This is an optimization exercise on Yosys and OpenROAD, whose aim is small area, a short achievable clock period and few clock cycles per item, not a production implementation.
Only simulation tests tie the RTL to the original design; equivalence was not proved.

==> design.v <==
package rhsv_pkg;
    localparam int CHANNEL_BITS  = 8;
    localparam int FRACTION_BITS = 16;
endpackage
module rgb_to_hsv_converter (
    input  logic        i_clk,
    input  logic        i_rst_n,
    input  logic        i_valid,
    output logic        o_ready,
    input  logic [7:0]  i_red,
    input  logic [7:0]  i_green,
    input  logic [7:0]  i_blue,
    output logic        o_valid,
    input  logic        i_ready,
    output logic [15:0] o_hue,
    output logic [15:0] o_saturation,
    output logic [7:0]  o_value
);
    logic       r_in_vld, r_sk_vld;
    logic [7:0] r_in_r, r_in_g, r_in_b;
    logic [7:0] r_sk_r, r_sk_g, r_sk_b;
    logic       adv;       
    logic       in_en;     
    logic       take;      
    logic [8:0] r_vld;
    assign o_ready = !r_sk_vld;
    assign take    = i_valid && !r_sk_vld;
    assign adv     = i_ready || !r_vld[8];
    assign in_en   = adv || !r_in_vld;
    always_ff @(posedge i_clk) begin
        if (!i_rst_n) begin
            r_in_vld <= 1'b0;
            r_sk_vld <= 1'b0;
        end else if (in_en) begin
            r_in_vld <= r_sk_vld || take;
            r_sk_vld <= 1'b0;
        end else if (take) begin
            r_sk_vld <= 1'b1;
        end
    end
    always_ff @(posedge i_clk) begin
        if (in_en) begin
            r_in_r <= r_sk_vld ? r_sk_r : i_red;
            r_in_g <= r_sk_vld ? r_sk_g : i_green;
            r_in_b <= r_sk_vld ? r_sk_b : i_blue;
        end
        if (!r_sk_vld) begin
            r_sk_r <= i_red;
            r_sk_g <= i_green;
            r_sk_b <= i_blue;
        end
    end
    always_ff @(posedge i_clk) begin
        if (!i_rst_n) begin
            r_vld <= '0;
        end else if (adv) begin
            r_vld <= {r_vld[7:0], r_in_vld};
        end
    end
    logic ge_rg, ge_gr, ge_gb, ge_bg, ge_br, ge_rb;
    rhsv_ge8 u_ge_rg (.x(r_in_r), .y(r_in_g), .ge(ge_rg));
    rhsv_ge8 u_ge_gr (.x(r_in_g), .y(r_in_r), .ge(ge_gr));
    rhsv_ge8 u_ge_gb (.x(r_in_g), .y(r_in_b), .ge(ge_gb));
    rhsv_ge8 u_ge_bg (.x(r_in_b), .y(r_in_g), .ge(ge_bg));
    rhsv_ge8 u_ge_br (.x(r_in_b), .y(r_in_r), .ge(ge_br));
    rhsv_ge8 u_ge_rb (.x(r_in_r), .y(r_in_b), .ge(ge_rb));
    logic [7:0] df_rg, df_gr, df_gb, df_bg, df_br, df_rb;
    assign df_rg = r_in_r - r_in_g;
    assign df_gr = r_in_g - r_in_r;
    assign df_gb = r_in_g - r_in_b;
    assign df_bg = r_in_b - r_in_g;
    assign df_br = r_in_b - r_in_r;
    assign df_rb = r_in_r - r_in_b;
    logic rmax, gmax, bmax, zd, q15;
    logic s0, s1, s2, s3, s4, s5;
    assign rmax = ge_rg && ge_rb;
    assign gmax = !rmax && ge_gb;
    assign bmax = !rmax && !ge_gb;
    assign s0 = rmax && ge_gb;
    assign s5 = rmax && !ge_gb;
    assign s2 = gmax && ge_br;
    assign s1 = gmax && !ge_br;
    assign s4 = bmax && ge_rg;
    assign s3 = bmax && !ge_rg;
    logic [7:0] f_f, f_d, f_mx;
    assign f_f  = ({8{s0}} & df_gb) | ({8{s1}} & df_gr) | ({8{s2}} & df_br)
                | ({8{s3}} & df_bg) | ({8{s4}} & df_rg) | ({8{s5}} & df_rb);
    assign f_d  = ({8{s0}} & df_rb) | ({8{s1}} & df_gb) | ({8{s2}} & df_gr)
                | ({8{s3}} & df_br) | ({8{s4}} & df_bg) | ({8{s5}} & df_rg);
    assign f_mx = ({8{rmax}} & r_in_r) | ({8{gmax}} & r_in_g) | ({8{bmax}} & r_in_b);
    assign zd  = ge_rg && ge_gr && ge_gb && ge_bg;
    assign q15 = !zd && ((rmax && ge_gr) || (gmax && ge_bg));
    logic       f_h15;
    logic [1:0] f_m3;
    assign f_h15 = s3 || s4 || s5 || (s2 && q15);
    assign f_m3  = {s5 || (s2 && !q15), s1 || s4 || (s0 && q15)};
    logic [0:0] r0_hq;
    logic [1:0] r0_m3;
    logic [7:0] r0_hr, r0_hd, r0_sr, r0_mx;
    always_ff @(posedge i_clk) begin
        if (adv) begin
            r0_hq <= f_h15;
            r0_m3 <= f_m3;
            r0_hr <= q15 ? 8'd0 : f_f;
            r0_hd <= {f_d[7:1], f_d[0] | zd};
            r0_sr <= f_d;
            r0_mx <= f_mx;
        end
    end
    logic [7:0] h1_r;
    logic       h1_q;
    rhsv_step u_h1 (.rem(r0_hr), .div(r0_hd), .q(h1_q), .nrem(h1_r));
    logic [7:0] h2_r;
    logic       h2_q;
    rhsv_step u_h2 (.rem(h1_r), .div(r0_hd), .q(h2_q), .nrem(h2_r));
    logic [7:0] s0_r;
    logic       s0_q;
    rhsv_step u_s0 (.rem(r0_sr), .div(r0_mx), .q(s0_q), .nrem(s0_r));
    logic [7:0] s1_r;
    logic       s1_q;
    rhsv_step u_s1 (.rem(s0_r), .div(r0_mx), .q(s1_q), .nrem(s1_r));
    logic [0:0] r1_hq;
    logic [1:0] r1_sq;
    logic [7:0] r1_mx;
    logic [7:0] r1_hr, r1_hd, r1_sr;
    logic [1:0] r1_m3;
    logic [1:0] r1_hz;
    always_ff @(posedge i_clk) begin
        if (adv) begin
            r1_hq <= {r0_hq};
            r1_sq <= {s0_q, s1_q};
            r1_mx <= r0_mx;
            r1_hr <= h2_r;
            r1_m3 <= r0_m3;
            r1_hd <= r0_hd;
            r1_sr <= s1_r;
            r1_hz <= {h1_q, h2_q};
        end
    end
    logic [2:0] d1_u;
    logic [1:0] d1_m;
    logic       d1_b;
    assign d1_u = {r1_m3, r1_hz[1]};
    assign d1_b = d1_u >= 3'd3;
    assign d1_m = d1_b ? 2'(d1_u - 3'd3) : d1_u[1:0];
    logic [2:0] d2_u;
    logic [1:0] d2_m;
    logic       d2_b;
    assign d2_u = {d1_m, r1_hz[0]};
    assign d2_b = d2_u >= 3'd3;
    assign d2_m = d2_b ? 2'(d2_u - 3'd3) : d2_u[1:0];
    logic [7:0] h3_r;
    logic       h3_q;
    rhsv_step u_h3 (.rem(r1_hr), .div(r1_hd), .q(h3_q), .nrem(h3_r));
    logic [7:0] h4_r;
    logic       h4_q;
    rhsv_step u_h4 (.rem(h3_r), .div(r1_hd), .q(h4_q), .nrem(h4_r));
    logic [7:0] s2_r;
    logic       s2_q;
    rhsv_step u_s2 (.rem(r1_sr), .div(r1_mx), .q(s2_q), .nrem(s2_r));
    logic [7:0] s3_r;
    logic       s3_q;
    rhsv_step u_s3 (.rem(s2_r), .div(r1_mx), .q(s3_q), .nrem(s3_r));
    logic [2:0] r2_hq;
    logic [3:0] r2_sq;
    logic [7:0] r2_mx;
    logic [7:0] r2_hr, r2_hd, r2_sr;
    logic [1:0] r2_m3;
    logic [1:0] r2_hz;
    always_ff @(posedge i_clk) begin
        if (adv) begin
            r2_hq <= {r1_hq, d1_b, d2_b};
            r2_sq <= {r1_sq, s2_q, s3_q};
            r2_mx <= r1_mx;
            r2_hr <= h4_r;
            r2_m3 <= d2_m;
            r2_hd <= r1_hd;
            r2_sr <= s3_r;
            r2_hz <= {h3_q, h4_q};
        end
    end
    logic [2:0] d3_u;
    logic [1:0] d3_m;
    logic       d3_b;
    assign d3_u = {r2_m3, r2_hz[1]};
    assign d3_b = d3_u >= 3'd3;
    assign d3_m = d3_b ? 2'(d3_u - 3'd3) : d3_u[1:0];
    logic [2:0] d4_u;
    logic [1:0] d4_m;
    logic       d4_b;
    assign d4_u = {d3_m, r2_hz[0]};
    assign d4_b = d4_u >= 3'd3;
    assign d4_m = d4_b ? 2'(d4_u - 3'd3) : d4_u[1:0];
    logic [7:0] h5_r;
    logic       h5_q;
    rhsv_step u_h5 (.rem(r2_hr), .div(r2_hd), .q(h5_q), .nrem(h5_r));
    logic [7:0] h6_r;
    logic       h6_q;
    rhsv_step u_h6 (.rem(h5_r), .div(r2_hd), .q(h6_q), .nrem(h6_r));
    logic [7:0] s4_r;
    logic       s4_q;
    rhsv_step u_s4 (.rem(r2_sr), .div(r2_mx), .q(s4_q), .nrem(s4_r));
    logic [7:0] s5_r;
    logic       s5_q;
    rhsv_step u_s5 (.rem(s4_r), .div(r2_mx), .q(s5_q), .nrem(s5_r));
    logic [4:0] r3_hq;
    logic [5:0] r3_sq;
    logic [7:0] r3_mx;
    logic [7:0] r3_hr, r3_hd, r3_sr;
    logic [1:0] r3_m3;
    logic [1:0] r3_hz;
    always_ff @(posedge i_clk) begin
        if (adv) begin
            r3_hq <= {r2_hq, d3_b, d4_b};
            r3_sq <= {r2_sq, s4_q, s5_q};
            r3_mx <= r2_mx;
            r3_hr <= h6_r;
            r3_m3 <= d4_m;
            r3_hd <= r2_hd;
            r3_sr <= s5_r;
            r3_hz <= {h5_q, h6_q};
        end
    end
    logic [2:0] d5_u;
    logic [1:0] d5_m;
    logic       d5_b;
    assign d5_u = {r3_m3, r3_hz[1]};
    assign d5_b = d5_u >= 3'd3;
    assign d5_m = d5_b ? 2'(d5_u - 3'd3) : d5_u[1:0];
    logic [2:0] d6_u;
    logic [1:0] d6_m;
    logic       d6_b;
    assign d6_u = {d5_m, r3_hz[0]};
    assign d6_b = d6_u >= 3'd3;
    assign d6_m = d6_b ? 2'(d6_u - 3'd3) : d6_u[1:0];
    logic [7:0] h7_r;
    logic       h7_q;
    rhsv_step u_h7 (.rem(r3_hr), .div(r3_hd), .q(h7_q), .nrem(h7_r));
    logic [7:0] h8_r;
    logic       h8_q;
    rhsv_step u_h8 (.rem(h7_r), .div(r3_hd), .q(h8_q), .nrem(h8_r));
    logic [7:0] s6_r;
    logic       s6_q;
    rhsv_step u_s6 (.rem(r3_sr), .div(r3_mx), .q(s6_q), .nrem(s6_r));
    logic [7:0] s7_r;
    logic       s7_q;
    rhsv_step u_s7 (.rem(s6_r), .div(r3_mx), .q(s7_q), .nrem(s7_r));
    logic [6:0] r4_hq;
    logic [7:0] r4_sq;
    logic [7:0] r4_mx;
    logic [7:0] r4_hr, r4_hd, r4_sr;
    logic [1:0] r4_m3;
    logic [1:0] r4_hz;
    always_ff @(posedge i_clk) begin
        if (adv) begin
            r4_hq <= {r3_hq, d5_b, d6_b};
            r4_sq <= {r3_sq, s6_q, s7_q};
            r4_mx <= r3_mx;
            r4_hr <= h8_r;
            r4_m3 <= d6_m;
            r4_hd <= r3_hd;
            r4_sr <= s7_r;
            r4_hz <= {h7_q, h8_q};
        end
    end
    logic [2:0] d7_u;
    logic [1:0] d7_m;
    logic       d7_b;
    assign d7_u = {r4_m3, r4_hz[1]};
    assign d7_b = d7_u >= 3'd3;
    assign d7_m = d7_b ? 2'(d7_u - 3'd3) : d7_u[1:0];
    logic [2:0] d8_u;
    logic [1:0] d8_m;
    logic       d8_b;
    assign d8_u = {d7_m, r4_hz[0]};
    assign d8_b = d8_u >= 3'd3;
    assign d8_m = d8_b ? 2'(d8_u - 3'd3) : d8_u[1:0];
    logic [7:0] h9_r;
    logic       h9_q;
    rhsv_step u_h9 (.rem(r4_hr), .div(r4_hd), .q(h9_q), .nrem(h9_r));
    logic [7:0] h10_r;
    logic       h10_q;
    rhsv_step u_h10 (.rem(h9_r), .div(r4_hd), .q(h10_q), .nrem(h10_r));
    logic [7:0] s8_r;
    logic       s8_q;
    rhsv_step u_s8 (.rem(r4_sr), .div(r4_mx), .q(s8_q), .nrem(s8_r));
    logic [7:0] s9_r;
    logic       s9_q;
    rhsv_step u_s9 (.rem(s8_r), .div(r4_mx), .q(s9_q), .nrem(s9_r));
    logic [8:0] r5_hq;
    logic [9:0] r5_sq;
    logic [7:0] r5_mx;
    logic [7:0] r5_hr, r5_hd, r5_sr;
    logic [1:0] r5_m3;
    logic [1:0] r5_hz;
    always_ff @(posedge i_clk) begin
        if (adv) begin
            r5_hq <= {r4_hq, d7_b, d8_b};
            r5_sq <= {r4_sq, s8_q, s9_q};
            r5_mx <= r4_mx;
            r5_hr <= h10_r;
            r5_m3 <= d8_m;
            r5_hd <= r4_hd;
            r5_sr <= s9_r;
            r5_hz <= {h9_q, h10_q};
        end
    end
    logic [2:0] d9_u;
    logic [1:0] d9_m;
    logic       d9_b;
    assign d9_u = {r5_m3, r5_hz[1]};
    assign d9_b = d9_u >= 3'd3;
    assign d9_m = d9_b ? 2'(d9_u - 3'd3) : d9_u[1:0];
    logic [2:0] d10_u;
    logic [1:0] d10_m;
    logic       d10_b;
    assign d10_u = {d9_m, r5_hz[0]};
    assign d10_b = d10_u >= 3'd3;
    assign d10_m = d10_b ? 2'(d10_u - 3'd3) : d10_u[1:0];
    logic [7:0] h11_r;
    logic       h11_q;
    rhsv_step u_h11 (.rem(r5_hr), .div(r5_hd), .q(h11_q), .nrem(h11_r));
    logic [7:0] h12_r;
    logic       h12_q;
    rhsv_step u_h12 (.rem(h11_r), .div(r5_hd), .q(h12_q), .nrem(h12_r));
    logic [7:0] s10_r;
    logic       s10_q;
    rhsv_step u_s10 (.rem(r5_sr), .div(r5_mx), .q(s10_q), .nrem(s10_r));
    logic [7:0] s11_r;
    logic       s11_q;
    rhsv_step u_s11 (.rem(s10_r), .div(r5_mx), .q(s11_q), .nrem(s11_r));
    logic [10:0] r6_hq;
    logic [11:0] r6_sq;
    logic [7:0] r6_mx;
    logic [7:0] r6_hr, r6_hd, r6_sr;
    logic [1:0] r6_m3;
    logic [1:0] r6_hz;
    always_ff @(posedge i_clk) begin
        if (adv) begin
            r6_hq <= {r5_hq, d9_b, d10_b};
            r6_sq <= {r5_sq, s10_q, s11_q};
            r6_mx <= r5_mx;
            r6_hr <= h12_r;
            r6_m3 <= d10_m;
            r6_hd <= r5_hd;
            r6_sr <= s11_r;
            r6_hz <= {h11_q, h12_q};
        end
    end
    logic [2:0] d11_u;
    logic [1:0] d11_m;
    logic       d11_b;
    assign d11_u = {r6_m3, r6_hz[1]};
    assign d11_b = d11_u >= 3'd3;
    assign d11_m = d11_b ? 2'(d11_u - 3'd3) : d11_u[1:0];
    logic [2:0] d12_u;
    logic [1:0] d12_m;
    logic       d12_b;
    assign d12_u = {d11_m, r6_hz[0]};
    assign d12_b = d12_u >= 3'd3;
    assign d12_m = d12_b ? 2'(d12_u - 3'd3) : d12_u[1:0];
    logic [7:0] h13_r;
    logic       h13_q;
    rhsv_step u_h13 (.rem(r6_hr), .div(r6_hd), .q(h13_q), .nrem(h13_r));
    logic [7:0] h14_r;
    logic       h14_q;
    rhsv_step u_h14 (.rem(h13_r), .div(r6_hd), .q(h14_q), .nrem(h14_r));
    logic [7:0] s12_r;
    logic       s12_q;
    rhsv_step u_s12 (.rem(r6_sr), .div(r6_mx), .q(s12_q), .nrem(s12_r));
    logic [7:0] s13_r;
    logic       s13_q;
    rhsv_step u_s13 (.rem(s12_r), .div(r6_mx), .q(s13_q), .nrem(s13_r));
    logic [12:0] r7_hq;
    logic [13:0] r7_sq;
    logic [7:0] r7_mx;
    logic [7:0] r7_hr, r7_hd, r7_sr;
    logic [1:0] r7_m3;
    logic [1:0] r7_hz;
    always_ff @(posedge i_clk) begin
        if (adv) begin
            r7_hq <= {r6_hq, d11_b, d12_b};
            r7_sq <= {r6_sq, s12_q, s13_q};
            r7_mx <= r6_mx;
            r7_hr <= h14_r;
            r7_m3 <= d12_m;
            r7_hd <= r6_hd;
            r7_sr <= s13_r;
            r7_hz <= {h13_q, h14_q};
        end
    end
    logic [2:0] d13_u;
    logic [1:0] d13_m;
    logic       d13_b;
    assign d13_u = {r7_m3, r7_hz[1]};
    assign d13_b = d13_u >= 3'd3;
    assign d13_m = d13_b ? 2'(d13_u - 3'd3) : d13_u[1:0];
    logic [2:0] d14_u;
    logic [1:0] d14_m;
    logic       d14_b;
    assign d14_u = {d13_m, r7_hz[0]};
    assign d14_b = d14_u >= 3'd3;
    assign d14_m = d14_b ? 2'(d14_u - 3'd3) : d14_u[1:0];
    logic [7:0] h15_r;
    logic       h15_q;
    rhsv_step u_h15 (.rem(r7_hr), .div(r7_hd), .q(h15_q), .nrem(h15_r));
    logic [2:0] d15_u;
    logic [1:0] d15_m;
    logic       d15_b;
    assign d15_u = {d14_m, h15_q};
    assign d15_b = d15_u >= 3'd3;
    assign d15_m = d15_b ? 2'(d15_u - 3'd3) : d15_u[1:0];
    logic [7:0] s14_r;
    logic       s14_q;
    rhsv_step u_s14 (.rem(r7_sr), .div(r7_mx), .q(s14_q), .nrem(s14_r));
    logic [7:0] s15_r;
    logic       s15_q;
    rhsv_step u_s15 (.rem(s14_r), .div(r7_mx), .q(s15_q), .nrem(s15_r));
    logic [15:0] r8_hq;
    logic [15:0] r8_sq;
    logic [7:0] r8_mx;
    always_ff @(posedge i_clk) begin
        if (adv) begin
            r8_hq <= {r7_hq, d13_b, d14_b, d15_b};
            r8_sq <= {r7_sq, s14_q, s15_q} & {16{r7_mx != 8'd0}};
            r8_mx <= r7_mx;
        end
    end
    assign o_valid      = r_vld[8];
    assign o_hue        = r8_hq;
    assign o_saturation = r8_sq;
    assign o_value      = r8_mx;
endmodule
module rhsv_step (
    input  logic [7:0] rem,
    input  logic [7:0] div,
    output logic       q,
    output logic [7:0] nrem
);
    logic [7:0] sh;
    assign sh = {rem[6:0], 1'b0};
    logic [7:0] g0, a0, g1, a1, g2, a2, g3;
    assign g0 = ~sh & div;
    assign a0 = ~sh | div;
    genvar i;
    generate
        for (i = 0; i < 8; i++) begin : g_l1
            if (i % 2 == 1) begin : g_c
                assign g1[i] = g0[i] | (a0[i] & g0[i-1]);
                assign a1[i] = a0[i] & a0[i-1];
            end else begin : g_p
                assign g1[i] = g0[i];
                assign a1[i] = a0[i];
            end
        end
        for (i = 0; i < 8; i++) begin : g_l2
            if (i % 4 >= 2) begin : g_c
                assign g2[i] = g1[i] | (a1[i] & g1[(i/4)*4+1]);
                assign a2[i] = a1[i] & a1[(i/4)*4+1];
            end else begin : g_p
                assign g2[i] = g1[i];
                assign a2[i] = a1[i];
            end
        end
        for (i = 0; i < 8; i++) begin : g_l3
            if (i >= 4) begin : g_c
                assign g3[i] = g2[i] | (a2[i] & g2[3]);
            end else begin : g_p
                assign g3[i] = g2[i];
            end
        end
    endgenerate
    assign q = rem[7] | ~g3[7];
    assign nrem = sh ^ ({8{q}} & (div ^ {g3[6:0], 1'b0}));
endmodule
module rhsv_ge8 (
    input  logic [7:0] x,
    input  logic [7:0] y,
    output logic       ge
);
    logic [7:0] g0, a0;
    logic [3:0] g1, a1;
    logic [1:0] g2, a2;
    assign g0 = ~x & y;
    assign a0 = ~x | y;
    genvar i;
    generate
        for (i = 0; i < 4; i++) begin : g_l1
            assign g1[i] = g0[2*i+1] | (a0[2*i+1] & g0[2*i]);
            assign a1[i] = a0[2*i+1] & a0[2*i];
        end
        for (i = 0; i < 2; i++) begin : g_l2
            assign g2[i] = g1[2*i+1] | (a1[2*i+1] & g1[2*i]);
            assign a2[i] = a1[2*i+1] & a1[2*i];
        end
    endgenerate
    assign ge = !(g2[1] | (a2[1] & g2[0]));
endmodule
module rhsv_sub8 (
    input  logic [7:0] x,
    input  logic [7:0] y,
    output logic [7:0] d,
    output logic       bo
);
    logic [7:0] g0, a0, g1, a1, g2, a2, g3;
    assign g0 = ~x & y;
    assign a0 = ~x | y;
    genvar i;
    generate
        for (i = 0; i < 8; i++) begin : g_l1
            if (i % 2 == 1) begin : g_c
                assign g1[i] = g0[i] | (a0[i] & g0[i-1]);
                assign a1[i] = a0[i] & a0[i-1];
            end else begin : g_p
                assign g1[i] = g0[i];
                assign a1[i] = a0[i];
            end
        end
        for (i = 0; i < 8; i++) begin : g_l2
            if (i % 4 >= 2) begin : g_c
                assign g2[i] = g1[i] | (a1[i] & g1[(i/4)*4+1]);
                assign a2[i] = a1[i] & a1[(i/4)*4+1];
            end else begin : g_p
                assign g2[i] = g1[i];
                assign a2[i] = a1[i];
            end
        end
        for (i = 0; i < 8; i++) begin : g_l3
            if (i >= 4) begin : g_c
                assign g3[i] = g2[i] | (a2[i] & g2[3]);
            end else begin : g_p
                assign g3[i] = g2[i];
            end
        end
    endgenerate
    assign bo = g3[7];
    assign d  = x ^ (y ^ {g3[6:0], 1'b0});
endmodule
==> run.sh <==
#!/bin/bash
# synth_recipe.tcl (not shown) runs the flow's synth.tcl, then flattens the netlist and writes it again
# the make line also repeats each setting of config.mk as NAME=value (left out here)
make -C /OpenROAD-flow-scripts/flow DESIGN_CONFIG=/design/flow/config.mk WORK_HOME=/design/flow/orfs CLKGATE_MAP_FILE= SYNTH_SCRIPT=/design/flow/synth_recipe.tcl finish
==> config.mk <==
export PLATFORM = sky130hd
export DESIGN_NAME = rgb_to_hsv_converter
export DESIGN_NICKNAME = rgb_to_hsv_converter
export VERILOG_FILES = /design/flow/design.v
export SDC_FILE = /design/flow/constraint.sdc
export NUM_CORES = 4
export LEC_CHECK = 0
export CAP_MARGIN = 20
export CORE_MARGIN = 2
export CORE_UTILIZATION = 40
export SETUP_SLACK_MARGIN = 5
export SLEW_MARGIN = 20
==> constraint.sdc <==
create_clock -name core_clock -period 10.0 [get_ports {i_clk}]
set_input_delay 2.0000 -clock core_clock [delete_from_list [all_inputs] [get_ports {i_clk}]]
set_output_delay 2.0000 -clock core_clock [all_outputs]
set_load 0.01 [all_outputs]
==> results of run 1 <==
[layout make-up]
class                   count  share of cell area, %
multi-input cells        2161                   43.8
repair buffers             78                   2.29
well taps                 969                   3.59
clock inverters            42                   1.56
flip-flops and latches    484                   42.0
clock buffers              68                   4.60
inverters                 188                   2.17
[flip-flops by register name, summed over array words and instances, names as in the netlist, 9 cells and up]
name / count
r7_sq: 14
r5_sq: 10
r6_sq: 12
r6_hq: 11
r5_hq: 9
r7_hq: 13
r8_sq: 16
r8_hq: 16
r_vld: 9
[cell usage in the layout (no fill, tap or decap), types with 14 or more instances in the layout]
cell type        netlist  routed
edfxtp_1             449     449
nand2_1              245     244
xnor2_1              214     214
nor2_1               199     199
a21oi_1              192     192
inv_1                181     181
o21ai_0              142     142
nand2b_1              83      83
xor2_1                82      82
nor2b_1               78      78
ha_1                  69      69
clkdlybuf4s50_1        0      69
clkbuf_16              0      60
maj3_1                54      54
and2_1                49      49
nand3_1               48      48
o211ai_1              45      45
mux2i_1               40      40
or2_2                 38      38
mux2_2                38      38
nor3_1                37      36
a21o_1                36      36
dfxtp_1               35      35
a31oi_1               31      31
o21a_1                27      27
or3_1                 24      24
o21bai_1              23      23
a211oi_1              23      23
a21boi_0              21      21
o22ai_1               19      19
nor4_1                20      19
a221oi_1              18      18
maj3_2                16      16
o221ai_1              14      14
[cells by family after synthesis]
logic type	synth area share (%)
simple gates	14.0
compound gates	18.0
flops	47.1
buf+inv	3.97
xor+xnor	8.60
fa+ha+maj	5.66
mux	2.75
[worst max path at each step]
stage	depth (start not counted)	slack, ns	end
6_report	13	5.43	r2_sr[2]$_DFFE_PP_
5_1_grt	13	5.03	r4_sr[1]$_DFFE_PP_
4_1_cts	13	5.31	r7_sr[2]$_DFFE_PP_
3_5_place_dp	13	5.30	r7_sr[2]$_DFFE_PP_
3_3_place_gp	13	5.42	r7_sr[2]$_DFFE_PP_
2_1_floorplan	2	5.76	r0_hd[0]$_DFFE_PP_
[routing by layer]
metal / GRT usage, % / up-vias / wire length (microns)
li1: - / 10800 / -
met1: 18.1 / 10300 / 26000
met2: 29.6 / 411 / 32200
met3: 2.32 / 144 / 2180
met4: 6.67 / 0 / 2210
met5: 0 / - / 0
[metrics by stage]
step,util (%),std cells
5_1_grt,45.3,3990
6_report,45.3,3990
2_1_floorplan,-,2945
3_5_place_dp,42.5,3880
4_1_cts,45.3,3990
3_3_place_gp,42.5,3880
==> results.json, run 1 <==
{
  "status": "no timing/DRC/antenna violations",
  "hold_viol_final": 0,
  "routed_via_density": 5.44,
  "design.core.area_sq_um": 74400,
  "synthTopCellsByArea": "edfxtp_1, xnor2_1, a21oi_1",
  "synth_seq_cells": 484,
  "timing.hold.ws_ns": 0.411,
  "initial_utilization_pct": 40.5,
  "cts_sinks": 484,
  "die_h_microns": 278,
  "worst_path_max_delay_cell": "edfxtp_1",
  "max_stage_delay_ns": 0.60,
  "setup_tns_ns": 0,
  "cts_tree": "yes",
  "required_ns": 10.36,
  "crit_arrival_ns": 4.93,
  "ys.flop_type": "edfxtp_1",
  "rr_endpoint": "r2_sr[2]$_DFFE_PP_",
  "first_global_vias": 21300,
  "async_flop_share_pct": 0,
  "ant_nets": 0,
  "worst_slack_ns": 5.43,
  "r2r_start": "r1_mx[0]$_DFFE_PP_",
  "gp_congestion": 0.879,
  "drtPass1Iterations": 5,
  "reg2reg_slack_ns": 5.43,
  "dpl_cell_area_sq_um": 31700,
  "worst_slew_pin_slew_ns": 1.08,
  "die_area_sq_um": 77500,
  "min_path_type": "register to register",
  "setup_viol": 0,
  "ys_seq_area_share_pct": 47.1,
  "crit_buf_inv": 0,
  "syn_avg_cell_area_sq_um": 10.2,
  "synth_area_sq_um": 30100,
  "cts_setup_buffers": 0,
  "syn-num-nets": 3048,
  "rows": 100,
  "ios": 70,
  "cp-startpoint": "r1_mx[0]$_DFFE_PP_",
  "antenna_cells": 0,
  "drive_gt1_share_pct": 8.64,
  "final_nets": 3075,
  "gr-total-overflow": 0,
  "max_freq_mhz": 219,
  "rr_worst_depth": 13,
  "cts_buffers": 59,
  "clock_latency_ns": 0.64,
  "cts_buffer_depth": 3,
  "nFillCells": 6845,
  "worstHoldPathCells": 0,
  "slew_headroom_pct": 26.3,
  "fin_crit_ns": 4.57,
  "drt-wirelength-per-cell_microns": 15.7,
  "cp-start-kind": "register",
  "path_clk_slew_ns": 0.06,
  "synth_top_area_share_pct": 44.8,
  "synth.distinct_cells": 100,
  "rsz0062_at_grt": "false",
  "cap_violations": 0,
  "multiInputGateArea_sq_um": 14800,
  "track_usage_pct": 15.9,
  "dp_slack_ns": 5.30,
  "post-synth-top-count-cell": "edfxtp_1",
  "crit_type": "register to register",
  "crit_chain": "a21boi_0 > o311ai_1 > o221ai_1 > a2111o_1 > a21oi_4 > o211ai_1 > nand3_1 > a41oi_2 > maj3_1 > o21ai_2 > a21o_1 > mux2i_1 > xnor2_1",
  "drc": 0,
  "min_from": "r4_sq[7]$_DFFE_PP_",
  "portBuffers": 69,
  "yosysWarnings": 1,
  "ctsResizeCount": 0,
  "drt-initial-drc-count": 1260,
  "synth_largest_area_cell": "edfxtp_1",
  "hold-path-endpoint": "r5_sq[9]$_DFFE_PP_",
  "die_w_microns": 278,
  "area_growth_syn_to_layout_pct": 12.0,
  "crit_fanout": 15,
  "crit_family": "compound AO/OA/AOI/OAI gates",
  "cp-end-kind": "register",
  "seq_area_sq_um": 14200,
  "hold_buffers": 0,
  "synthTopCellsByCount": "edfxtp_1, nand2_1, xnor2_1",
  "antenna_found_initial": 0,
  "root_buffer": "clkbuf_16",
  "synth_enable_flop_cells": 449,
  "dp_hpwl_microns": 45500,
  "htreeDepth": 2,
  "grt_pass1_wl_microns": 103000,
  "dr_total_vias": 21700,
  "wl_microns": 62600,
  "fin_crit_sh_pct": 45.7,
  "syn-instance-count": 2945,
  "final_cell_area_sq_um": 33800,
  "skew_ns": 0.0302,
  "final-max-slew-violation-count": 0,
  "grt_max_degree": 185
}
Testbench counts, summed over its fixed seeds: cycles 16,080, pixels 16,000.
==> run 2: changes to the inputs <==
==> flow/run.sh (new file) <==
#!/bin/bash
# Standard synthesis, then the standard layout steps with repair_timing aiming at a
# setup slack of SETUP_MARGIN ns (the clock and constraints are the design's).
set -euo pipefail
SETUP_MARGIN=${SETUP_MARGIN:-6}
bash standard.sh synth > synth.log 2>&1
bash standard.sh SETUP_SLACK_MARGIN=$SETUP_MARGIN finish > layout.log 2>&1
==> standard.sh (new file) <==
#!/bin/bash
# synth_recipe.tcl (not shown) runs the flow's synth.tcl, then flattens the netlist and writes it again
# the make line also repeats each setting of config.mk as NAME=value (left out here)
make -C /OpenROAD-flow-scripts/flow DESIGN_CONFIG=/design/flow/config.mk WORK_HOME=/design/flow/orfs CLKGATE_MAP_FILE= SYNTH_SCRIPT=/design/flow/synth_recipe.tcl "${@:-finish}"
--- a/config.mk
+++ b/config.mk
@@ -9,4 +9,3 @@
 export CORE_MARGIN = 2
-export CORE_UTILIZATION = 40
-export SETUP_SLACK_MARGIN = 5
+export CORE_UTILIZATION = 60
 export SLEW_MARGIN = 20
removed: run.sh
==> results.json, run 2 <==
{
  "final_util_pct": 71.1,
  "initial_utilization_pct": 60.4,
  "fin_cells": 3881,
  "area_growth_syn_to_layout_pct": 17.7,
  "max_freq_mhz": 248,
  "gp_congestion": 0.939,
  "final-max-slew-violation-count": 0,
  "cap_violations": 0,
  "htreeDepth": 2,
  "track_usage_pct": 23.4,
  "reg_top3": "r8_hq: 16 flops, r8_sq: 16 flops, r7_sq: 14 flops",
  "setup_viol": 0,
  "drt-initial-drc-count": 1622,
  "worst_slack_ns": 5.97,
  "first_global_vias": 21400,
  "setup_tns_ns": 0,
  "synthTopCellsByCount": "edfxtp_1, nand2_1, xnor2_1",
  "cts_buffer_depth": 3,
  "drc": 0,
  "crit_chain": "nor2b_2 > o31ai_4 > o311ai_4 > a311o_1 > a31oi_4 > o31ai_4 > o41ai_4 > a31oi_2 > maj3_2 > maj3_2 > a21o_4 > mux2i_2 > xnor2_1",
  "antenna_cells": 0,
  "ios": 70,
  "gr-total-overflow": 0,
  "dpl_cell_area_sq_um": 31300,
  "dp_hpwl_microns": 43600,
  "cts_tree": "yes",
  "crit_type": "register to register",
  "grt_max_degree": 102,
  "rsz0062_at_grt": "true",
  "design.core.area_sq_um": 49900,
  "routed_via_density": 5.90,
  "synth_top_area_share_pct": 44.8,
  "worst_path_max_delay_cell": "edfxtp_1",
  "async_flop_share_pct": 0,
  "slew_headroom_pct": 37.1,
  "required_ns": 10.34,
  "fin_crit_sh_pct": 40.3,
  "dp.cells": 3582,
  "die_area_sq_um": 52000,
  "ys.flop_type": "edfxtp_1",
  "dp_slack_ns": 5.08,
  "root_buffer": "clkbuf_16",
  "skew_ns": 0.0145,
  "timing.hold.ws_ns": 0.410,
  "final_common_cell": "edfxtp_1",
  "syn-instance-count": 2945,
  "die_h_microns": 228,
  "drt-wirelength-per-cell_microns": 16.8,
  "cp-start-kind": "register",
  "cp-end-kind": "register",
  "max_stage_delay_ns": 0.48,
  "portBuffers": 69,
  "drive_gt1_share_pct": 17.4,
  "status": "no timing/DRC/antenna violations",
  "syn_avg_cell_area_sq_um": 10.2,
  "fin_crit_ns": 4.03,
  "rows": 82,
  "ant_nets": 0,
  "path_clk_slew_ns": 0.06,
  "min_path_type": "register to register",
  "crit_arrival_ns": 4.37,
  "dr_total_vias": 22900,
  "crit_fanout": 6,
  "yosysWarnings": 1,
  "final_cell_mix": "edfxtp_1, nand2_1, xnor2_1",
  "cts_buffers": 52,
  "synth_enable_flop_cells": 449,
  "cts_sinks": 484,
  "drtPass1Iterations": 7,
  "hold_viol_final": 0,
  "antenna_found_initial": 0,
  "hold_buffers": 0,
  "ys_seq_area_share_pct": 47.1,
  "clock_latency_ns": 0.60,
  "final_cell_area_sq_um": 35500,
  "synth.distinct_cells": 100,
  "post-synth-top-count-cell": "edfxtp_1",
  "synth_area_sq_um": 30100,
  "grt_pass1_wl_microns": 102000,
  "synth_largest_area_cell": "edfxtp_1",
  "synthTopCellsByArea": "edfxtp_1, xnor2_1, a21oi_1",
  "synth_seq_cells": 484,
  "syn-num-nets": 3048,
  "worst_slew_pin_slew_ns": 0.933,
  "die_w_microns": 228,
  "wl_microns": 65000,
  "final_nets": 3268
}
==> run 2: cell counts after synthesis <==
No cell type changed its count.
==> run 2: final cells by class <==
cell class,instances,area (sq um)
Multi-Input combinational cell,2165,15700
Tap cell,672,841
Inverter,188,734
Clock buffer,75,1460
Sequential cell,484,14200
Timing Repair inverter,1,16.3
Clock inverter,23,265
Fill cell,3613,14400
Timing Repair Buffer,273,2290
==> run 2: final timing paths <==
kind	startpoint	end	slack, ns	cells past startpoint
max	r2_hr[1]$_DFFE_PP_	r3_hr[2]$_DFFE_PP_	5.97	13
min	r5_hq[0]$_DFFE_PP_	r6_hq[2]$_DFFE_PP_	0.41	0
max reg2reg	r2_hr[1]$_DFFE_PP_	r3_hr[2]$_DFFE_PP_	5.97	13
min reg2reg	r5_hq[0]$_DFFE_PP_	r6_hq[2]$_DFFE_PP_	0.41	0
==> run 2: logic make-up (layout without fill, tap and decap cells) <==
family                   Yosys count  after routing  share of synthesized area (%)
AND/OR/NAND/NOR                  861            861                           14.0
AO/OA/AOI/OAI                    781            785                           18.0
flip-flops                       484            484                           47.1
buffers and inverters            300            560                           3.97
XOR/XNOR                         296            296                           8.60
adder cells (fa/ha/maj)          145            145                           5.66
multiplexers                      78             78                           2.75
==> run 2: critical path, delay by kind of cell (launching register included) <==
kind                     cells  cell delay (ns)
AO/OA/AOI/OAI                8             2.07
XOR/XNOR                     1             0.13
adder cells (fa/ha/maj)      2             0.70
flip-flops                   1             0.48
multiplexers                 1             0.16
AND/OR/NAND/NOR              1             0.22
==> run 2: metal layers <==
metal	share of wire, %	track usage, %	wire length, microns
met1	42	29.1	27400
met2	51	41.5	33000
met3	3.8	3.00	2480
met4	3.3	9.33	2180
met5	0	0	0
==> run 2: what timing repair did <==
item / CTS / global route
buffers inserted: 58 / 136
pin swaps: 15 / 66
gates resized for setup: 62 / 132
gates cloned: 1 / 5
setup endpoints to repair: 344 / 117
==> run 3: changes to the inputs <==
--- a/config.mk
+++ b/config.mk
@@ -9,3 +9,4 @@
 export CORE_MARGIN = 2
-export CORE_UTILIZATION = 60
+export CORE_UTILIZATION = 40
 export SLEW_MARGIN = 20
+export SYNTH_HIERARCHICAL = 1
==> results.json, run 3 <==
{
  "status": "no timing/DRC/antenna violations",
  "rsz0062_at_grt": "true",
  "syn-num-nets": 2962,
  "setup_viol": 0,
  "initial_utilization_pct": 40.3,
  "fin_crit_ns": 4.05,
  "cp-end-kind": "register",
  "path_clk_slew_ns": 0.06,
  "grt_pass1_wl_microns": 103000,
  "routed_via_density": 5.17,
  "track_usage_pct": 15.7,
  "antenna_found_initial": 0,
  "drt-wirelength-per-cell_microns": 15.1,
  "final_cell_mix": "edfxtp_1, inv_1, xnor2_1",
  "drc": 0,
  "dp_hpwl_microns": 42700,
  "clock_latency_ns": 0.63,
  "dr_total_vias": 21800,
  "syn-instance-count": 2872,
  "cts_buffer_depth": 3,
  "design.core.area_sq_um": 75700,
  "multiInputGateArea_sq_um": 15800,
  "die_h_microns": 280,
  "grt_max_degree": 93,
  "gr-total-overflow": 0,
  "reg2reg_slack_ns": 5.95,
  "dp_slack_ns": 4.54,
  "crit_arrival_ns": 4.43,
  "drive_gt1_share_pct": 20.6,
  "reg_top3": "r8_hq: 16 flops, r8_sq: 16 flops, r7_sq: 14 flops",
  "yosysWarnings": 7,
  "root_buffer": "clkbuf_16",
  "skew_ns": 0.0433,
  "crit_type": "register to register",
  "nFillCells": 6730,
  "fin_cells": 4209,
  "cts_sinks": 484,
  "hold-path-endpoint": "r4_hq[4]$_DFFE_PP_",
  "final_nets": 3274,
  "area_growth_syn_to_layout_pct": 20.9,
  "worst_slack_ns": 5.95,
  "final-max-slew-violation-count": 0,
  "worstHoldPathCells": 0,
  "die_w_microns": 280,
  "gp_congestion": 0.913,
  "slew_headroom_pct": 32.8,
  "dp.cells": 3887,
  "rr_endpoint": "r5_hr[7]$_DFFE_PP_",
  "htreeDepth": 2,
  "ant_nets": 0,
  "dpl_cell_area_sq_um": 32300,
  "final_cell_area_sq_um": 36900,
  "synth_area_sq_um": 30500,
  "hold_viol_final": 0,
  "fin_crit_sh_pct": 40.5,
  "antenna_cells": 0,
  "first_global_vias": 21500,
  "setup_tns_ns": 0,
  "final_common_cell": "edfxtp_1",
  "cts_tree": "yes",
  "crit_fanout": 7,
  "rr_worst_depth": 14,
  "min_from": "r3_hq[2]$_DFFE_PP_",
  "drt-initial-drc-count": 978,
  "wl_microns": 63700,
  "worst_slew_pin_slew_ns": 0.997,
  "rows": 101,
  "max_freq_mhz": 247,
  "cap_violations": 0,
  "seq_area_sq_um": 14200,
  "cts_buffers": 55,
  "cp-start-kind": "register",
  "syn_avg_cell_area_sq_um": 10.6,
  "die_area_sq_um": 78400,
  "drtPass1Iterations": 5,
  "ios": 70,
  "r2r_start": "r4_hd[1]$_DFFE_PP_",
  "min_path_type": "register to register",
  "portBuffers": 69,
  "required_ns": 10.38
}
==> run 3: area by class of cell <==
class,count,area share (%)
flip-flops and latches,484,38.5
repair inverters,1,0.0441
repair buffers,293,6.58
well taps,978,3.32
clock buffers,70,3.97
clock inverters,34,1.20
inverters,344,3.57
multi-input cells,2005,42.9
==> run 3: worst max-delay path by stage <==
stage | cells after the start | to | start | slack, ns
CTS | 14 | r2_hr[7]$_DFFE_PP_ | r1_hd[0]$_DFFE_PP_ | 5.89
detailed placement | 5 | r8_mx[0]$_DFFE_PP_ | i_ready | 4.54
global placement | 5 | r8_mx[3]$_DFFE_PP_ | i_ready | 4.65
finish | 14 | r5_hr[7]$_DFFE_PP_ | r4_hd[1]$_DFFE_PP_ | 5.95
global route | 14 | r6_hr[7]$_DFFE_PP_ | r5_hd[1]$_DFFE_PP_ | 5.80
floorplan | 14 | r1_hr[7]$_DFFE_PP_ | r0_hd[0]$_DFFE_PP_ | 6.01
==> run 3: layer usage <==
metal | share of wire (%) | global-route usage, %
met1 | 41 | 17.6
met2 | 53 | 30.0
met3 | 3.2 | 2.11
met4 | 3.1 | 5.62
met5 | 0 | 0
==> run 3: what timing repair did <==
item,CTS,global route
hold endpoints to repair,0,0
gates cloned,1,0
buffers inserted,159,58
hold buffers,0,0
gates resized for setup,101,129
setup endpoints to repair,374,186
pin swaps,113,148
==> run 3: worst max-delay path, cell delays in order (launching register included) <==
cell,delay [ns]
edfxtp_1,0.45
o21bai_2,0.24
nand3_1,0.11
a221o_1,0.39
a21bo_2,0.23
o311a_4,0.40
nor2_4,0.11
xor2_2,0.20
nor2b_1,0.15
o21ai_1,0.06
a221o_1,0.37
a21bo_2,0.26
maj3_2,0.33
xnor2_2,0.19
mux2_4,0.31
==> run 3: through the flow <==
step / hold WS [ns] / utilization [%]
6_report: 0.402 / 48.7
5_1_grt: 0.415 / 48.7
4_1_cts: 0.408 / 47.5
3_5_place_dp: 0.405 / 42.7
3_3_place_gp: 0.403 / 42.7
2_1_floorplan: 0.400 / -
==> run 4: changes to the inputs <==
--- a/config.mk
+++ b/config.mk
@@ -11,2 +11 @@
 export SLEW_MARGIN = 20
-export SYNTH_HIERARCHICAL = 1
==> results.json, run 4 <==
{
  "syn-num-nets": 3048,
  "synth_top_family_by_area": "compound AO/OA/AOI/OAI gates",
  "cp-startpoint": "r3_hd[1]$_DFFE_PP_",
  "drc": 0,
  "rsz0062_at_grt": "true",
  "first_global_vias": 22300,
  "wl_microns": 68000,
  "synthTopCellsByArea": "edfxtp_1, xnor2_1, a21oi_1",
  "ant_nets": 0,
  "gr-total-overflow": 0,
  "gp_congestion": 0.882,
  "synth_xor_xnor_area_share_pct": 8.60,
  "cts_buffers": 56,
  "final_nets": 3294,
  "clock_latency_ns": 0.63,
  "post-synth-top-count-cell": "edfxtp_1",
  "dp_hpwl_microns": 44600,
  "cts_buffer_depth": 3,
  "drt-wirelength-per-cell_microns": 16.2,
  "status": "no timing/DRC/antenna violations",
  "die_area_sq_um": 77500,
  "worstHoldPathCells": 0,
  "final_cell_mix": "edfxtp_1, nand2_1, buf_4",
  "ys.flop_type": "edfxtp_1",
  "die_w_microns": 278,
  "max_freq_mhz": 248,
  "final-max-slew-violation-count": 0,
  "crit_type": "register to register",
  "synth_top_area_share_pct": 44.8,
  "yosysWarnings": 1,
  "crit_chain": "o21ba_4 > o311ai_4 > nor2_2 > o31ai_4 > a41oi_2 > xor2_2 > maj3_2 > maj3_2 > maj3_2 > maj3_2 > o21a_4 > mux2i_2 > xor2_1",
  "setup_viol": 0,
  "rows": 100,
  "max_stage_delay_ns": 0.48,
  "timing.hold.ws_ns": 0.407,
  "rr_worst_depth": 13,
  "synthAdderAreaFrac_pct": 5.66,
  "reg2reg_slack_ns": 5.96,
  "synth_seq_cells": 484,
  "seq_area_sq_um": 14200,
  "synth.distinct_cells": 100,
  "crit_top_cell": "maj3_2",
  "synth-compound-area-share_pct": 18.0,
  "synth_enable_flop_cells": 449,
  "area_growth_syn_to_layout_pct": 20.3,
  "synth_area_sq_um": 30100,
  "grt_max_degree": 144,
  "min_from": "r5_hq[5]$_DFFE_PP_",
  "nFillCells": 6625,
  "track_usage_pct": 16.5,
  "cap_violations": 0,
  "cts_sinks": 484,
  "grt_pass1_wl_microns": 108000,
  "design.core.area_sq_um": 74400,
  "portBuffers": 69,
  "syn_avg_cell_area_sq_um": 10.2,
  "worst_slew_pin_slew_ns": 0.948,
  "antenna_found_initial": 0,
  "drive_gt1_share_pct": 18.7,
  "crit_fanout": 5,
  "routed_via_density": 5.44,
  "antenna_cells": 0,
  "htreeDepth": 2,
  "fin_crit_sh_pct": 40.4,
  "initial_utilization_pct": 40.5,
  "worst_path_max_delay_cell": "edfxtp_1",
  "root_buffer": "clkbuf_16",
  "synth_largest_area_cell": "edfxtp_1",
  "rr_endpoint": "r4_hr[2]$_DFFE_PP_",
  "worst_slack_ns": 5.96,
  "slew_headroom_pct": 36.1,
  "synth_mux_area_share_pct": 2.75,
  "fin_crit_ns": 4.04,
  "path_clk_slew_ns": 0.06,
  "drt-initial-drc-count": 1383,
  "skew_ns": 0.0230,
  "multiInputGateArea_sq_um": 15700,
  "cp-start-kind": "register",
  "dr_total_vias": 22900,
  "final_common_cell": "edfxtp_1",
  "min_path_type": "register to register",
  "async_flop_share_pct": 0,
  "syn-instance-count": 2945,
  "r2r_start": "r3_hd[1]$_DFFE_PP_",
  "reg_top3": "r8_hq: 16 flops, r8_sq: 16 flops, r7_sq: 14 flops",
  "setup_tns_ns": 0,
  "cp-end-kind": "register",
  "cts_tree": "yes",
  "required_ns": 10.37,
  "crit_arrival_ns": 4.41,
  "dp_slack_ns": 4.83,
  "die_h_microns": 278,
  "yosys.area_share.simple_pct": 14.0,
  "hold_buffers": 0,
  "synthTopCellsByCount": "edfxtp_1, nand2_1, xnor2_1",
  "drtPass1Iterations": 7,
  "hold_viol_final": 0,
  "ys_seq_area_share_pct": 47.1,
  "ios": 70,
  "hold-path-endpoint": "r6_hq[7]$_DFFE_PP_"
}
==> run 4: changes by cell type in the layout (fill, tap and decap cells not counted), moves of 30 or more <==
| cell | previous run | this run |
|---|---|---|
| a21oi_1 | 77 | 187 |
| a221o_1 | 40 | 8 |
| a2bb2oi_1 | 32 | 0 |
| a311o_2 | 31 | 0 |
| inv_1 | 343 | 179 |
| maj3_1 | 91 | 45 |
| nand2_1 | 108 | 240 |
| o211ai_1 | 10 | 45 |
| or2_2 | 7 | 37 |
| xnor2_1 | 278 | 207 |
==> run 4: area by class of cell <==
type,count,area share (%)
inverters,188,2.05
clock inverters,41,1.27
repair inverters,1,0.0449
flip-flops and latches,484,39.1
repair buffers,294,6.70
clock buffers,63,4.00
multi-input cells,2166,43.5
well taps,969,3.35
==> run 4: worst max path at each step <==
| stage | end | slack (ns) | cells after the start |
|---|---|---|---|
| 3_5_place_dp | r4_mx[1]$_DFFE_PP_ | 4.83 | 4 |
| 2_1_floorplan | r5_sr[2]$_DFFE_PP_ | 6.16 | 13 |
| 3_3_place_gp | r7_sq[8]$_DFFE_PP_ | 4.94 | 4 |
| 5_1_grt | r3_sr[1]$_DFFE_PP_ | 5.80 | 13 |
| 4_1_cts | r3_hr[2]$_DFFE_PP_ | 6.00 | 15 |
| 6_report | r4_hr[2]$_DFFE_PP_ | 5.96 | 13 |
==> run 4: repair_timing <==
item | 4_1_cts | 5_1_grt
pin swaps | 18 | 62
gates resized for setup | 85 | 121
buffers inserted | 84 | 130
gates cloned | 1 | 6
setup endpoints to repair | 275 | 203
==> run 4: layer usage <==
metal | up-vias | wire, microns | track usage [%]
li1 | 11200 | - | -
met3 | 152 | 2480 | 2.68
met5 | - | 0 | 0
met2 | 474 | 35900 | 31.3
met1 | 11000 | 27500 | 18.5
met4 | 0 | 2090 | 6.12
==> run 4: cells by family (layout without fill, tap and decap cells) <==
logic type / Yosys count / after routing
AO/OA/AOI/OAI: 781 / 786
flip-flops: 484 / 484
multiplexers: 78 / 78
AND/OR/NAND/NOR: 861 / 861
XOR/XNOR: 296 / 296
buffers and inverters: 300 / 587
adder cells (fa/ha/maj): 145 / 145
==> run 4: critical path, delay by kind of cell (launching register included) <==
family,cells,cell delay [ns]
fa+ha+maj,4,1.35
compound gates,5,1.33
flops,1,0.48
xor+xnor,2,0.34
mux,1,0.15
simple gates,1,0.11
==> run 4: per-stage QoR <==
stage	area, sq um	std cells	util [%]
floorplan	30200	2945	-
global placement	31700	3881	42.5
detailed placement	31700	3881	42.5
CTS	34700	4070	46.5
global route	36200	4206	48.7
finish	36200	4206	48.7
==> run 5: changes to the inputs <==
--- a/flow/run.sh
+++ b/flow/run.sh
@@ -4,3 +4,3 @@
 set -euo pipefail
-SETUP_MARGIN=${SETUP_MARGIN:-6}
+SETUP_MARGIN=${SETUP_MARGIN:-6.5}
 bash standard.sh synth > synth.log 2>&1
--- a/config.mk
+++ b/config.mk
@@ -9,3 +9,3 @@
 export CORE_MARGIN = 2
-export CORE_UTILIZATION = 40
+export CORE_UTILIZATION = 65
 export SLEW_MARGIN = 20
==> results.json, run 5 <==
{
  "status": "no timing/DRC/antenna violations",
  "design.core.area_sq_um": 45600,
  "final-max-slew-violation-count": 0,
  "syn-num-nets": 3048,
  "multiInputGateArea_sq_um": 17900,
  "antenna_cells": 0,
  "timing.hold.ws_ns": 0.414,
  "skew_ns": 0.0177,
  "worstHoldPathCells": 0,
  "synth_area_sq_um": 30100,
  "dr_total_vias": 28300,
  "clock_latency_ns": 0.62,
  "max_freq_mhz": 236,
  "final_cell_mix": "edfxtp_1, buf_4, nand2_1",
  "nFillCells": 1823,
  "cp-end-kind": "register",
  "drt-wirelength-per-cell_microns": 24.9,
  "cts_buffer_depth": 3,
  "gr-total-overflow": 0,
  "htreeDepth": 2,
  "wl_microns": 103000,
  "path_clk_slew_ns": 0.07,
  "hold_viol_final": 0,
  "cp-start-kind": "register",
  "ant_nets": 0,
  "synth_largest_area_cell": "edfxtp_1",
  "rows": 78,
  "area_growth_syn_to_layout_pct": 34.0,
  "gp_congestion": 0.880,
  "crit_fanout": 8,
  "required_ns": 10.37,
  "ios": 70,
  "crit_arrival_ns": 4.60,
  "drt-initial-drc-count": 3955,
  "root_buffer": "clkbuf_16",
  "rr_worst_depth": 14,
  "synth.distinct_cells": 100,
  "slew_headroom_pct": 17.5,
  "antenna_found_initial": 1,
  "synth_seq_cells": 484,
  "die_area_sq_um": 48100,
  "fin_crit_sh_pct": 42.3,
  "reg_top3": "r8_hq: 16 flops, r8_sq: 16 flops, r7_sq: 14 flops",
  "cts_sinks": 484,
  "fin_crit_ns": 4.23,
  "die_w_microns": 219,
  "post-synth-top-count-cell": "edfxtp_1",
  "min_path_type": "register to register",
  "grt_pass1_wl_microns": 125000,
  "final_nets": 3596,
  "final_common_cell": "edfxtp_1",
  "die_h_microns": 219,
  "cts_tree": "yes",
  "ys_seq_area_share_pct": 47.1,
  "synthTopCellsByArea": "edfxtp_1, xnor2_1, a21oi_1",
  "crit_type": "register to register",
  "drtPass1Iterations": 9,
  "first_global_vias": 24800,
  "seq_area_sq_um": 14200,
  "worst_slew_pin_slew_ns": 1.22,
  "synth_top_area_share_pct": 44.8,
  "cap_violations": 0,
  "routed_via_density": 6.83,
  "setup_tns_ns": 0,
  "ys.flop_type": "edfxtp_1",
  "rsz0062_at_grt": "true",
  "grt_max_degree": 98,
  "drc": 0,
  "portBuffers": 69,
  "yosysWarnings": 1,
  "syn_avg_cell_area_sq_um": 10.2,
  "syn-instance-count": 2945,
  "track_usage_pct": 32.0,
  "setup_viol": 0,
  "cts_buffers": 52,
  "dp_hpwl_microns": 45800,
  "synthTopCellsByCount": "edfxtp_1, nand2_1, xnor2_1",
  "async_flop_share_pct": 0,
  "drive_gt1_share_pct": 34.1,
  "initial_utilization_pct": 66.1,
  "synth_enable_flop_cells": 449,
  "hold_buffers": 0
}
-- run 5: timing repair --
| item | in CTS | in global routing |
|---|---|---|
| setup buffers | 328 | 194 |
| cloned | 5 | 1 |
| pin swaps | 198 | 228 |
| gates resized for setup | 325 | 383 |
| endpoints found under the setup margin | 427 | 307 |
-- run 5: kinds of logic after synthesis --
family	Yosys count	share of synthesized area [%]
and+or+nand+nor	861	14.0
AOI/OAI and AO/OA	781	18.0
DFF	484	47.1
buffers and inverters	300	3.97
xor gates and xnor gates	296	8.60
adders and majority gates	145	5.66
muxes	78	2.75
-- run 5: worst max-delay path, cell delays in order, from the launching register on --
cell and delay [ns]:
edfxtp_1 0.57, nor2b_1 0.31, o31ai_4 0.13, o21ai_1 0.29, a21oi_2 0.15, o21a_4 0.26, inv_4 0.11, nand3_1 0.16
xnor2_2 0.29, nor2_2 0.10, or4_4 0.53, maj3_2 0.34, o211ai_4 0.26, mux2_4 0.34, xnor2_1 0.12
-- run 5: final cells by class --
cell class / count / area share, %
clock inverters: 35 / 0.818
clock buffers: 61 / 3.36
repair inverters: 1 / 0.0403
inverters: 188 / 1.90
repair buffers: 601 / 12.7
multi-input cells: 2165 / 44.2
flip-flops and latches: 484 / 35.1
well taps: 600 / 1.86
-- run 5: routing by layer --
layer	vias up	track usage, %	share of wire (%)
li1	11800	-	-
met1	13500	37.5	34
met2	2186	59.1	50
met3	745	4.24	8.7
met4	2	12.4	7.3
met5	-	0	0.011
-- run 5: final timing paths --
kind                            from  slack, ns            endpoint
hold reg to reg   r3_sq[4]$_DFFE_PP_       0.41  r4_sq[6]$_DFFE_PP_
setup reg to reg  r4_mx[2]$_DFFE_PP_       5.77  r5_sr[2]$_DFFE_PP_
hold / removal    r3_sq[4]$_DFFE_PP_       0.41  r4_sq[6]$_DFFE_PP_
setup / recovery  r4_mx[2]$_DFFE_PP_       5.77  r5_sr[2]$_DFFE_PP_
-- run 5: metrics by stage --
stage	worst slack [ns]	cells	area, sq um	utilization (%)
after floorplan	6.25	2945	30600	-
after global placement	5.46	3511	31600	69.3
after detailed placement	5.37	3511	31600	69.3
after CTS	6.14	3940	37200	81.6
after global routing	5.74	4135	40400	88.6
final	5.77	4135	40400	88.6
==> run 6: changes to the inputs <==
--- a/flow/run.sh
+++ b/flow/run.sh
@@ -4,3 +4,3 @@
 set -euo pipefail
-SETUP_MARGIN=${SETUP_MARGIN:-6.5}
+SETUP_MARGIN=${SETUP_MARGIN:-6}
 bash standard.sh synth > synth.log 2>&1
--- a/config.mk
+++ b/config.mk
@@ -9,3 +9,5 @@
 export CORE_MARGIN = 2
-export CORE_UTILIZATION = 65
+export CORE_UTILIZATION = 60
+export CTS_BUF_LIST = sky130_fd_sc_hd__clkbuf_8
+export CTS_CLUSTER_SIZE = 30
 export SLEW_MARGIN = 20
==> results.json, run 6 <==
{
  "drt-initial-drc-count": 1472,
  "final-max-slew-violation-count": 0,
  "final_common_cell": "edfxtp_1",
  "slew_headroom_pct": 36.3,
  "synthTopCellsByArea": "edfxtp_1, xnor2_1, a21oi_1",
  "ios": 70,
  "cts_sinks": 484,
  "antenna_found_initial": 1,
  "crit_type": "register to register",
  "syn-instance-count": 2945,
  "area_growth_syn_to_layout_pct": 16.9,
  "final_cell_area_sq_um": 35200,
  "dpl_cell_area_sq_um": 31300,
  "seq_area_sq_um": 14200,
  "cap_violations": 0,
  "ant_nets": 0,
  "cts_tree": "yes",
  "drtPass1Iterations": 7,
  "async_flop_share_pct": 0,
  "synth_area_sq_um": 30100,
  "drc": 0,
  "cp-start-kind": "register",
  "synth_seq_cells": 484,
  "initial_utilization_pct": 60.4,
  "yosysWarnings": 1,
  "hold_buffers": 0,
  "die_h_microns": 228,
  "syn_avg_cell_area_sq_um": 10.2,
  "synth.distinct_cells": 100,
  "rows": 82,
  "cp-end-kind": "register",
  "nFillCells": 3701,
  "final_cell_mix": "edfxtp_1, nand2_1, xnor2_1",
  "synth_largest_area_cell": "edfxtp_1",
  "setup_tns_ns": 0,
  "htreeDepth": 3,
  "final_nets": 3294,
  "clock_latency_ns": 0.67,
  "routed_via_density": 5.87,
  "track_usage_pct": 23.7,
  "crit_arrival_ns": 4.43,
  "rsz0062_at_grt": "true",
  "required_ns": 10.40,
  "timing.hold.ws_ns": 0.406,
  "grt_pass1_wl_microns": 103000,
  "gr-total-overflow": 0,
  "reg_top3": "r8_hq: 16 flops, r8_sq: 16 flops, r7_sq: 14 flops",
  "wl_microns": 64700,
  "cts_buffer_depth": 3,
  "ys.flop_type": "edfxtp_1",
  "reg2reg_slack_ns": 5.97,
  "dp_hpwl_microns": 43600,
  "dp_slack_ns": 5.08,
  "worst_slack_ns": 5.97,
  "root_buffer": "clkbuf_8",
  "dr_total_vias": 23100,
  "multiInputGateArea_sq_um": 15600,
  "fin_crit_sh_pct": 40.3,
  "fin_crit_ns": 4.03,
  "die_area_sq_um": 52000,
  "drt-wirelength-per-cell_microns": 16.5,
  "die_w_microns": 228,
  "hold_viol_final": 0,
  "design.core.area_sq_um": 49900,
  "skew_ns": 0.0330,
  "synth_enable_flop_cells": 449,
  "portBuffers": 69,
  "grt_max_degree": 102,
  "worst_slew_pin_slew_ns": 0.945,
  "cts_buffers": 82,
  "synth_top_area_share_pct": 44.8,
  "drive_gt1_share_pct": 18.1,
  "setup_viol": 0,
  "synthTopCellsByCount": "edfxtp_1, nand2_1, xnor2_1",
  "status": "no timing/DRC/antenna violations",
  "gp_congestion": 0.939,
  "max_freq_mhz": 248,
  "post-synth-top-count-cell": "edfxtp_1",
  "path_clk_slew_ns": 0.06,
  "crit_fanout": 6,
  "syn-num-nets": 3048,
  "ys_seq_area_share_pct": 47.1,
  "min_path_type": "register to register",
  "first_global_vias": 21700
}
==> run 6: cell counts after synthesis <==
Identical to the previous run, type by type.
==> run 6: worst max-delay path, stage by stage, from the launching register on <==
cell and delay, ns:
edfxtp_1 0.50, a21boi_4 0.24, o31ai_4 0.11, o311ai_4 0.33, a41o_1 0.28, a31oi_4 0.15, buf_6 0.15, o211a_4 0.24
o41ai_4 0.39, a31oi_2 0.16, maj3_2 0.34, maj3_2 0.34, a21o_4 0.26, mux2i_2 0.16, xnor2_1 0.13
==> run 6: stage by stage <==
stage               cells  utilization [%]
floorplan            2945                -
global placement     3582             62.7
detailed placement   3582             62.7
CTS                  3787             67.4
global route         3931             70.6
finish               3931             70.6
==> run 6: per-layer routing <==
metal,vias up,wire (microns),global-route usage (%)
met5,-,0,0
met4,0,1940,9.66
met3,140,2540,3.21
met2,561,32700,42.0
met1,11100,27500,29.2
li1,11300,-,-
==> run 6: path summary, 6_finish.rpt <==
check / start / to / cells past startpoint
max: r2_hd[0]$_DFFE_PP_ / r3_hr[2]$_DFFE_PP_ / 14
min: r6_sq[4]$_DFFE_PP_ / r7_sq[6]$_DFFE_PP_ / 0
max reg2reg: r2_hd[0]$_DFFE_PP_ / r3_hr[2]$_DFFE_PP_ / 14
min reg2reg: r6_sq[4]$_DFFE_PP_ / r7_sq[6]$_DFFE_PP_ / 0
==> run 6: final cells by class <==
| type | instances | area share (%) |
|---|---|---|
| multi-input combinational | 2163 | 44.2 |
| tap | 672 | 2.39 |
| clock inverter | 66 | 1.20 |
| antenna | 1 | 0.00710 |
| timing repair inverter | 1 | 0.0462 |
| clock buffer | 85 | 3.32 |
| timing repair buffer | 271 | 6.44 |
| inverter | 188 | 2.09 |
| sequential | 484 | 40.3 |
==> run 6: logic make-up (layout without fill, tap and decap cells) <==
logic type	after synthesis	in the layout	synth area share [%]
adder cells (fa/ha/maj)	145	145	5.66
multiplexers	78	78	2.75
flip-flops	484	484	47.1
AO/OA/AOI/OAI	781	783	18.0
XOR/XNOR	296	296	8.60
buffers and inverters	300	611	3.97
AND/OR/NAND/NOR	861	861	14.0
other	0	1	0
==> run 6: what timing repair did <==
action	in CTS	in global routing
pin swaps	16	66
setup endpoints to repair	322	117
resized for setup	64	118
buffers inserted	53	139
cloned	1	3

-- what the ideal ports hide --
How much do the figures lean on ideal ports? The routed layouts below were timed once more, with nothing changed but the port constraints.
Step 1, drivers: a clkbuf_16 drives i_clk and a buf_2 each remaining input, both assumed.
Step 2 times the ports against the registers' clock, not the clock port: input delays grow and output delays shrink by t, the midpoint of the rising clock arrivals with the driver on.
a / b / c = ideal ports / drivers / drivers and shift; a / b = the first two.
run	t, ns	setup WS [ns]	worst setup path after step 2	worst slew at a driven data input, ns
run 1	0.690	5.429 / 5.429 / 5.429	register to register	0.04
run 2	0.653	5.972 / 5.972 / 5.491	input to register	0.04
run 3	0.669	5.952 / 5.952 / 5.572	input to register	0.04
run 4	0.681	5.961 / 5.961 / 5.675	input to register	0.04
run 5	0.663	5.767 / 5.767 / 5.767	register to register	0.04
run 6	0.713	5.970 / 5.970 / 5.516	input to register	0.04
After both steps every run listed still meets setup and hold. For run 2, which loses most, drivers alone change the setup slack by 0.000 ns; drivers and shift together by -0.481 ns.
